This design comes from an exercise in tuning for small area, a short achievable clock period and few clock cycles on the open sky130 flow, not from production work. Only simulation tests tie the RTL to the original design; equivalence was not proved. Power and IR drop assume default switching activity.

==> inputs of job 9856 <==
==> flow/design.v <==
module sha256_msg_padder #(
  parameter int DATA_W = 64,
  parameter int LEN_W  = 64
) (
  input  logic                        clk,
  input  logic                        rst,
  input  logic [DATA_W-1:0]           data_in,
  input  logic                        data_valid,
  input  logic                        last_word,
  input  logic [$clog2(DATA_W):0]     last_invalid_bits,
  output logic                        in_ready,
  output logic [511:0]                block_out,
  output logic                        block_valid,
  output logic                        block_last,
  input  logic                        block_ready
);
  logic [511:0] buf_r;
  logic         bvalid_r, blast_r;
  logic         bvout_r;      
  logic         pend_r;       
  logic [2:0]   pvlo_r;       
  logic [7:0]   sel_r;        
  logic [57:0]  nw_r;         
  logic [6:0]   a_r;          
  logic         pinc_r;       
  logic         pclr_r;       
  logic         vp_r;         
  logic         blk_r;        
  logic         space, wi, wv, w, bx, clr;
  logic         fullw, w_last, eff_last, fits, lenld;
  logic [3:0]   inv_b;
  logic [2:0]   vlo, w_vlo;
  logic [57:0]  nw_inc, cb;
  logic [6:0]   a_s, a_cb;
  logic [7:0]   cin;
  logic [63:0]  din, len;
  assign in_ready    = !blk_r && (!bvout_r || block_ready);
  assign block_out   = buf_r;
  assign block_valid = bvout_r;
  assign block_last  = blast_r;
  assign space = !bvalid_r || (block_ready && !pend_r);
  assign wi    = !rst && data_valid && !pend_r && !vp_r && (!bvalid_r || block_ready);
  assign wv    = !rst && vp_r && space;              
  assign w     = wi || wv;
  assign bx    = !rst && bvalid_r && block_ready;
  assign clr   = rst || bx;
  assign inv_b = last_invalid_bits[6:3];
  assign fullw = (inv_b == 4'd0);
  always_comb begin
    case (inv_b)
      4'd1: vlo = 3'd7;
      4'd2: vlo = 3'd6;
      4'd3: vlo = 3'd5;
      4'd4: vlo = 3'd4;
      4'd5: vlo = 3'd3;
      4'd6: vlo = 3'd2;
      4'd7: vlo = 3'd1;
      default: vlo = 3'd0;
    endcase
  end
  always_comb begin
    for (int b = 0; b < 8; b++) begin
      din[63-8*b -: 8] = data_in[63-8*b -: 8];
      if (last_word) begin
        if (inv_b > 4'(7 - b)) din[63-8*b -: 8] = 8'h00;
        if (inv_b == 4'(8 - b)) din[63-8*b] = 1'b1;
      end
    end
  end
  assign w_last   = wv || last_word;
  assign w_vlo    = vp_r ? 3'd0 : vlo;
  assign eff_last = wv || (wi && last_word && !fullw);
  assign fits     = !sel_r[7];
  always_comb begin
    for (int g = 0; g < 8; g++) cin[g] = &(a_r | ~((7'd1 << g) - 7'd1));
    for (int j = 0; j < 58; j++)
      nw_inc[j] = nw_r[j] ^ (cin[j/8] && &(nw_r | ~(((58'd1 << j) - 58'd1) & ~((58'd1 << (8*(j/8))) - 58'd1))));
    for (int g = 0; g < 7; g++) a_s[g] = cin[g] ? (nw_r[8*g +: 8] == 8'hfe) : a_r[g];
    cb   = pclr_r ? 58'd0 : (pinc_r ? nw_inc : nw_r);
    a_cb = pclr_r ? 7'd0  : (pinc_r ? a_s : a_r);
  end
  assign lenld = (w && w_last && fits) || (bx && pend_r);
  assign len   = {cb, (pend_r ? pvlo_r : w_vlo), 3'b000};
  logic [7:0]   ld, keep, mk;
  logic [511:0] buf_s;
  always_comb begin
    for (int k = 0; k < 8; k++) begin
      ld[k]   = wi && sel_r[k];
      mk[k]   = wv && sel_r[k];
      keep[k] = !ld[k] && !clr && !mk[k] && !(k == 7 && lenld);
    end
    for (int k = 0; k < 8; k++)
      buf_s[64*(7-k) +: 64] = ({64{ld[k]}} & din) | ({64{keep[k]}} & buf_r[64*(7-k) +: 64]);
    buf_s[63:0]    = buf_s[63:0] | ({64{lenld}} & len);
    for (int k = 0; k < 8; k++)
      buf_s[64*(7-k) + 63] = buf_s[64*(7-k) + 63] | mk[k];
  end
  always_ff @(posedge clk) buf_r <= buf_s;
  always_ff @(posedge clk) begin
    if (rst) begin
      nw_r   <= 58'd0;
      a_r    <= 7'd0;
      pinc_r <= 1'b0;
      pclr_r <= 1'b0;
    end else begin
      nw_r   <= cb;
      a_r    <= a_cb;
      pinc_r <= w && !eff_last;
      pclr_r <= (eff_last && fits) || (bx && pend_r);
    end
  end
  logic pend_s, vp_s;
  always_comb begin
    pend_s = pend_r;
    if (bx) pend_s = 1'b0;
    if (eff_last) pend_s = !fits;
    vp_s = vp_r;
    if (wi && last_word && fullw) vp_s = 1'b1;
    else if (wv)                  vp_s = 1'b0;
  end
  always_ff @(posedge clk) begin
    if (rst) blk_r <= 1'b0;
    else     blk_r <= pend_s || vp_s;
  end
  always_ff @(posedge clk) begin
    if (rst) begin
      bvalid_r <= 1'b0;
      bvout_r  <= 1'b0;
      blast_r  <= 1'b0;
      pend_r   <= 1'b0;
      pvlo_r   <= 3'd0;
      sel_r    <= 8'd1;
      vp_r     <= 1'b0;
    end else begin
      if (wi && last_word && fullw) vp_r <= 1'b1;
      else if (wv)                  vp_r <= 1'b0;
      if (bx) begin
        bvalid_r <= pend_r;
        bvout_r  <= pend_r;
        blast_r  <= pend_r;
        pend_r   <= 1'b0;
      end
      if (w) begin
        if (eff_last) begin
          bvalid_r <= 1'b1;
          bvout_r  <= 1'b1;
          blast_r  <= fits;
          pend_r   <= !fits;
          pvlo_r   <= w_vlo;
          sel_r    <= 8'd1;
        end else begin
          sel_r    <= {sel_r[6:0], sel_r[7]};
          if (sel_r[7]) begin
            bvalid_r <= 1'b1;
            bvout_r  <= 1'b1;
            blast_r  <= 1'b0;
          end
        end
      end
    end
  end
endmodule
==> flow/flow/run.sh <==
#!/bin/bash
set -euo pipefail
export BUFFER_PORTS_ARGS="-buffer_cell sky130_fd_sc_hd__buf_1"
bash standard.sh > standard.log 2>&1
==> flow/standard.sh <==
#!/bin/bash
# synth_recipe.tcl (not shown) runs the flow's synth.tcl, then flattens the netlist and writes it again
# the make line also repeats each setting of config.mk as NAME=value (left out here)
make -C /OpenROAD-flow-scripts/flow DESIGN_CONFIG=/design/flow/config.mk WORK_HOME=/design/flow/orfs CLKGATE_MAP_FILE= SYNTH_SCRIPT=/design/flow/synth_recipe.tcl "${@:-finish}"
==> flow/config.mk <==
export PLATFORM = sky130hd
export DESIGN_NAME = sha256_msg_padder
export DESIGN_NICKNAME = sha256_msg_padder
export VERILOG_FILES = /design/flow/design.v
export SDC_FILE = /design/flow/constraint.sdc
export NUM_CORES = 4
export LEC_CHECK = 0
export CAP_MARGIN = 20
export CORE_MARGIN = 2
export CORE_UTILIZATION = 40
export CTS_CLUSTER_DIAMETER = 60
export CTS_CLUSTER_SIZE = 25
export PLACE_DENSITY = 0.6
export SETUP_SLACK_MARGIN = 2.35
export SLEW_MARGIN = 20
==> flow/constraint.sdc <==
create_clock -name core_clock -period 4.5 [get_ports {clk}]
set_input_delay 0.9000 -clock core_clock [delete_from_list [all_inputs] [get_ports {clk}]]
set_output_delay 0.9000 -clock core_clock [all_outputs]
set_load 0.01 [all_outputs]
==> inputs of job 9475, as changes to job 9856 <==
==> flow/design.v (replaced) <==
module sha256_msg_padder #(
  parameter int DATA_W = 64,
  parameter int LEN_W  = 64
) (
  input  logic                        clk,
  input  logic                        rst,
  input  logic [DATA_W-1:0]           data_in,
  input  logic                        data_valid,
  input  logic                        last_word,
  input  logic [$clog2(DATA_W):0]     last_invalid_bits,
  output logic                        in_ready,
  output logic [511:0]                block_out,
  output logic                        block_valid,
  output logic                        block_last,
  input  logic                        block_ready
);
  logic [511:0] buf_r;
  logic [2:0]   wcnt_r;       
  logic         bvalid_r, blast_r;
  logic         pend_r;       
  logic         pmark_r;      
  logic [3:0]   vb_r;         
  logic [57:0]  nw_r;         
  logic         wx, bx, clr, fits, fullw;
  logic [3:0]   inv_b, vb, vsel;
  logic [57:0]  nw_inc;
  logic [63:0]  din, len;
  assign in_ready    = !pend_r && (!bvalid_r || block_ready);
  assign block_out   = buf_r;
  assign block_valid = bvalid_r;
  assign block_last  = blast_r;
  assign wx    = !rst && data_valid && in_ready;
  assign bx    = !rst && bvalid_r && block_ready;
  assign clr   = rst || bx;
  assign inv_b = last_invalid_bits[6:3];
  assign vb    = 4'd8 - inv_b;
  assign fullw = (inv_b == 4'd0);
  assign fits  = (wcnt_r < 3'd6) || (wcnt_r == 3'd6 && !fullw);
  always_comb begin
    for (int b = 0; b < 8; b++) begin
      din[63-8*b -: 8] = data_in[63-8*b -: 8];
      if (last_word) begin
        if (b >= vb) din[63-8*b -: 8] = 8'h00;
        if (b == vb) din[63-8*b] = 1'b1;
      end
    end
  end
  assign nw_inc = nw_r + 58'd1;
  assign vsel   = pend_r ? vb_r : vb;
  assign len    = vsel[3] ? {nw_inc, 6'b0} : {nw_r, vsel[2:0], 3'b0};
  logic [7:0]   ld, keep, mk;
  logic         lenld;
  logic [511:0] buf_s;
  always_comb begin
    lenld = (wx && last_word && fits) || (bx && pend_r);
    for (int k = 0; k < 8; k++) begin
      ld[k] = wx && wcnt_r == 3'(k);
      if (k == 0) mk[k] = bx && pend_r && pmark_r;
      else        mk[k] = wx && last_word && fullw && wcnt_r == 3'(k-1);
      keep[k] = !ld[k] && !clr && !(k == 7 && lenld);
    end
    for (int k = 0; k < 8; k++)
      buf_s[64*(7-k) +: 64] = ({64{ld[k]}} & din) | ({64{keep[k]}} & buf_r[64*(7-k) +: 64]);
    buf_s[63:0] = buf_s[63:0] | ({64{lenld}} & len);
    for (int k = 0; k < 8; k++)
      buf_s[64*(7-k) + 63] = buf_s[64*(7-k) + 63] | mk[k];
  end
  always_ff @(posedge clk) buf_r <= buf_s;
  always_ff @(posedge clk) begin
    if (rst) begin
      wcnt_r   <= 3'd0;
      bvalid_r <= 1'b0;
      blast_r  <= 1'b0;
      pend_r   <= 1'b0;
      pmark_r  <= 1'b0;
      vb_r     <= 4'd0;
      nw_r     <= 58'd0;
    end else begin
      if (bx) begin
        bvalid_r <= pend_r;
        blast_r  <= pend_r;
        pend_r   <= 1'b0;
        if (pend_r) nw_r <= 58'd0;
      end
      if (wx) begin
        if (last_word) begin
          wcnt_r   <= 3'd0;
          bvalid_r <= 1'b1;
          blast_r  <= fits;
          pend_r   <= !fits;
          pmark_r  <= (wcnt_r == 3'd7) && fullw;
          vb_r     <= vb;
          if (fits) nw_r <= 58'd0;
        end else begin
          wcnt_r <= wcnt_r + 3'd1;
          nw_r   <= nw_inc;
          if (wcnt_r == 3'd7) begin
            bvalid_r <= 1'b1;
            blast_r  <= 1'b0;
          end
        end
      end
    end
  end
endmodule
==> flow/run.sh (new file) <==
#!/bin/bash
# synth_recipe.tcl (not shown) runs the flow's synth.tcl, then flattens the netlist and writes it again
# the make line also repeats each setting of config.mk as NAME=value (left out here)
make -C /OpenROAD-flow-scripts/flow DESIGN_CONFIG=/design/flow/config.mk WORK_HOME=/design/flow/orfs CLKGATE_MAP_FILE= SYNTH_SCRIPT=/design/flow/synth_recipe.tcl finish
--- a/flow/config.mk
+++ b/flow/config.mk
@@ -8,8 +8,5 @@
 export CAP_MARGIN = 20
 export CORE_MARGIN = 2
 export CORE_UTILIZATION = 40
-export CTS_CLUSTER_DIAMETER = 60
-export CTS_CLUSTER_SIZE = 25
 export PLACE_DENSITY = 0.6
-export SETUP_SLACK_MARGIN = 2.35
 export SLEW_MARGIN = 20
removed: flow/flow/run.sh
removed: flow/standard.sh
==> inputs of job 5286, as changes to job 9856 <==
--- a/flow/design.v
+++ b/flow/design.v
@@ -20,8 +20,8 @@
   logic         pend_r;       
   logic [2:0]   pvlo_r;       
   logic [7:0]   sel_r;        
-  logic [57:0]  nw_r;         
-  logic [6:0]   a_r;          
+  logic [54:0]  nb_r;         
+  logic [5:0]   a_r;          
   logic         pinc_r;       
   logic         pclr_r;       
   logic         vp_r;         
@@ -30,9 +30,10 @@
   logic         fullw, w_last, eff_last, fits, lenld;
   logic [3:0]   inv_b;
   logic [2:0]   vlo, w_vlo;
-  logic [57:0]  nw_inc, cb;
-  logic [6:0]   a_s, a_cb;
-  logic [7:0]   cin;
+  logic [54:0]  nb_inc, cb;
+  logic [5:0]   a_s, a_cb;
+  logic [6:0]   cin;
+  logic [2:0]   pos;
   logic [63:0]  din, len;
   assign in_ready    = !blk_r && (!bvout_r || block_ready);
   assign block_out   = buf_r;
@@ -72,15 +73,17 @@
   assign eff_last = wv || (wi && last_word && !fullw);
   assign fits     = !sel_r[7];
   always_comb begin
-    for (int g = 0; g < 8; g++) cin[g] = &(a_r | ~((7'd1 << g) - 7'd1));
-    for (int j = 0; j < 58; j++)
-      nw_inc[j] = nw_r[j] ^ (cin[j/8] && &(nw_r | ~(((58'd1 << j) - 58'd1) & ~((58'd1 << (8*(j/8))) - 58'd1))));
-    for (int g = 0; g < 7; g++) a_s[g] = cin[g] ? (nw_r[8*g +: 8] == 8'hfe) : a_r[g];
-    cb   = pclr_r ? 58'd0 : (pinc_r ? nw_inc : nw_r);
-    a_cb = pclr_r ? 7'd0  : (pinc_r ? a_s : a_r);
+    for (int g = 0; g < 7; g++) cin[g] = &(a_r | ~((6'd1 << g) - 6'd1));
+    for (int j = 0; j < 55; j++)
+      nb_inc[j] = nb_r[j] ^ (cin[j/8] && &(nb_r | ~(((55'd1 << j) - 55'd1) & ~((55'd1 << (8*(j/8))) - 55'd1))));
+    for (int g = 0; g < 6; g++) a_s[g] = cin[g] ? (nb_r[8*g +: 8] == 8'hfe) : a_r[g];
+    cb   = pclr_r ? 55'd0 : (pinc_r ? nb_inc : nb_r);
+    a_cb = pclr_r ? 6'd0  : (pinc_r ? a_s : a_r);
   end
+  assign pos = pend_r ? 3'd7 : {|sel_r[7:4], sel_r[7] | sel_r[6] | sel_r[3] | sel_r[2],
+                                sel_r[7] | sel_r[5] | sel_r[3] | sel_r[1]};
   assign lenld = (w && w_last && fits) || (bx && pend_r);
-  assign len   = {cb, (pend_r ? pvlo_r : w_vlo), 3'b000};
+  assign len   = {cb, pos, (pend_r ? pvlo_r : w_vlo), 3'b000};
   logic [7:0]   ld, keep, mk;
   logic [511:0] buf_s;
   always_comb begin
@@ -98,14 +101,14 @@
   always_ff @(posedge clk) buf_r <= buf_s;
   always_ff @(posedge clk) begin
     if (rst) begin
-      nw_r   <= 58'd0;
-      a_r    <= 7'd0;
+      nb_r   <= 55'd0;
+      a_r    <= 6'd0;
       pinc_r <= 1'b0;
       pclr_r <= 1'b0;
     end else begin
-      nw_r   <= cb;
+      nb_r   <= cb;
       a_r    <= a_cb;
-      pinc_r <= w && !eff_last;
+      pinc_r <= w && !eff_last && sel_r[7];
       pclr_r <= (eff_last && fits) || (bx && pend_r);
     end
   end
--- a/flow/config.mk
+++ b/flow/config.mk
@@ -7,9 +7,10 @@
 export LEC_CHECK = 0
 export CAP_MARGIN = 20
 export CORE_MARGIN = 2
-export CORE_UTILIZATION = 40
-export CTS_CLUSTER_DIAMETER = 60
-export CTS_CLUSTER_SIZE = 25
-export PLACE_DENSITY = 0.6
+export CORE_UTILIZATION = 60
+export CTS_BUF_LIST = sky130_fd_sc_hd__clkbuf_8
+export CTS_CLUSTER_DIAMETER = 50
+export CTS_CLUSTER_SIZE = 16
+export PLACE_DENSITY = 0.75
 export SETUP_SLACK_MARGIN = 2.35
 export SLEW_MARGIN = 20
==> summary.txt <==
quantity                                                                    job 9475            job 5286            job 9856
Run status                                                            finished clean      finished clean      finished clean
Endpoint required time on the critical path                                  3.60 ns             3.60 ns             5.03 ns
Instance count after placement with tap cells included                         3,601               2,698               3,004
Critical Path Start Type                                                  input port                flop          input port
Endpoint of the worst hold-timing path                            buf_r[319]$_DFF_P_  buf_r[271]$_DFF_P_  buf_r[207]$_DFF_P_
Share of Yosys cell area claimed by the top area cell type                     0.534               0.584               0.574
Die outline height                                                            237 um              188 um              232 um
Overall routed net length                                                  86,600 um           70,400 um           79,100 um
Capturing instance or port of the critical path                             in_ready            in_ready  buf_r[423]$_DFF_P_
Reg2Reg Setup Slack                                                          1.51 ns             2.36 ns             2.40 ns
Buffer cell driving the clock tree root                                    clkbuf_16            clkbuf_8           clkbuf_16
Switching pwr                                                                2.67 mW             2.23 mW             2.74 mW
Proportion of synthesized chip area in sequential cells                        0.534               0.584               0.574
Pre-CTS worst setup slack                                                   0.459 ns            0.965 ns             1.16 ns
Cell area after synthesis                                                21,800 um^2         20,300 um^2         20,800 um^2
Post-place instance area                                                 28,300 um^2         22,700 um^2         23,500 um^2
Final design utilization                                                       0.566               0.728               0.500
Relative area of clock buffers and inverters in the final design              0.0717              0.0381              0.0604
Top layer used by detailed routing                                              met4                met5                met5
Tap cells                                                                        696                 448                 680
Testbench counts of job 9856, summed over its fixed seeds: cycles 83,190.
Testbench counts of job 9475, summed over its fixed seeds: cycles 82,920.
Testbench counts of job 5286, summed over its fixed seeds: cycles 83,190.

static timing again, ports no longer ideal:
No port has a modelled driver above. Below, the same layouts with a new extraction and two added sets of constraints. Step 1 assumes that a clkbuf_16 drives the clock port and a buf_2 every other input. Step 2, shift: input delay + t, output delay - t, t = (earliest + latest rising clock arrival at the registers) / 2. This alone moves slack from input paths to output paths. a / b / c = ideal ports / drivers / drivers and shift; a / b = the first two.
| run | t, ns | setup WS [ns] | clock arrival spread, ns |
|---|---|---|---|
| job 9856 | 0.647 | 2.364 / 2.289 / 1.703 | 0.029 / 0.029 |
| job 9475 | 0.675 | 0.986 / 0.963 / 0.340 | 0.022 / 0.022 |
| job 5286 | 0.661 | 2.303 / 2.237 / 1.692 | 0.019 / 0.019 |
After both steps setup and hold are still met in every run listed. The setup slack of job 9856, which loses most, moves by -0.075 ns with the drivers and by -0.661 ns with both steps.
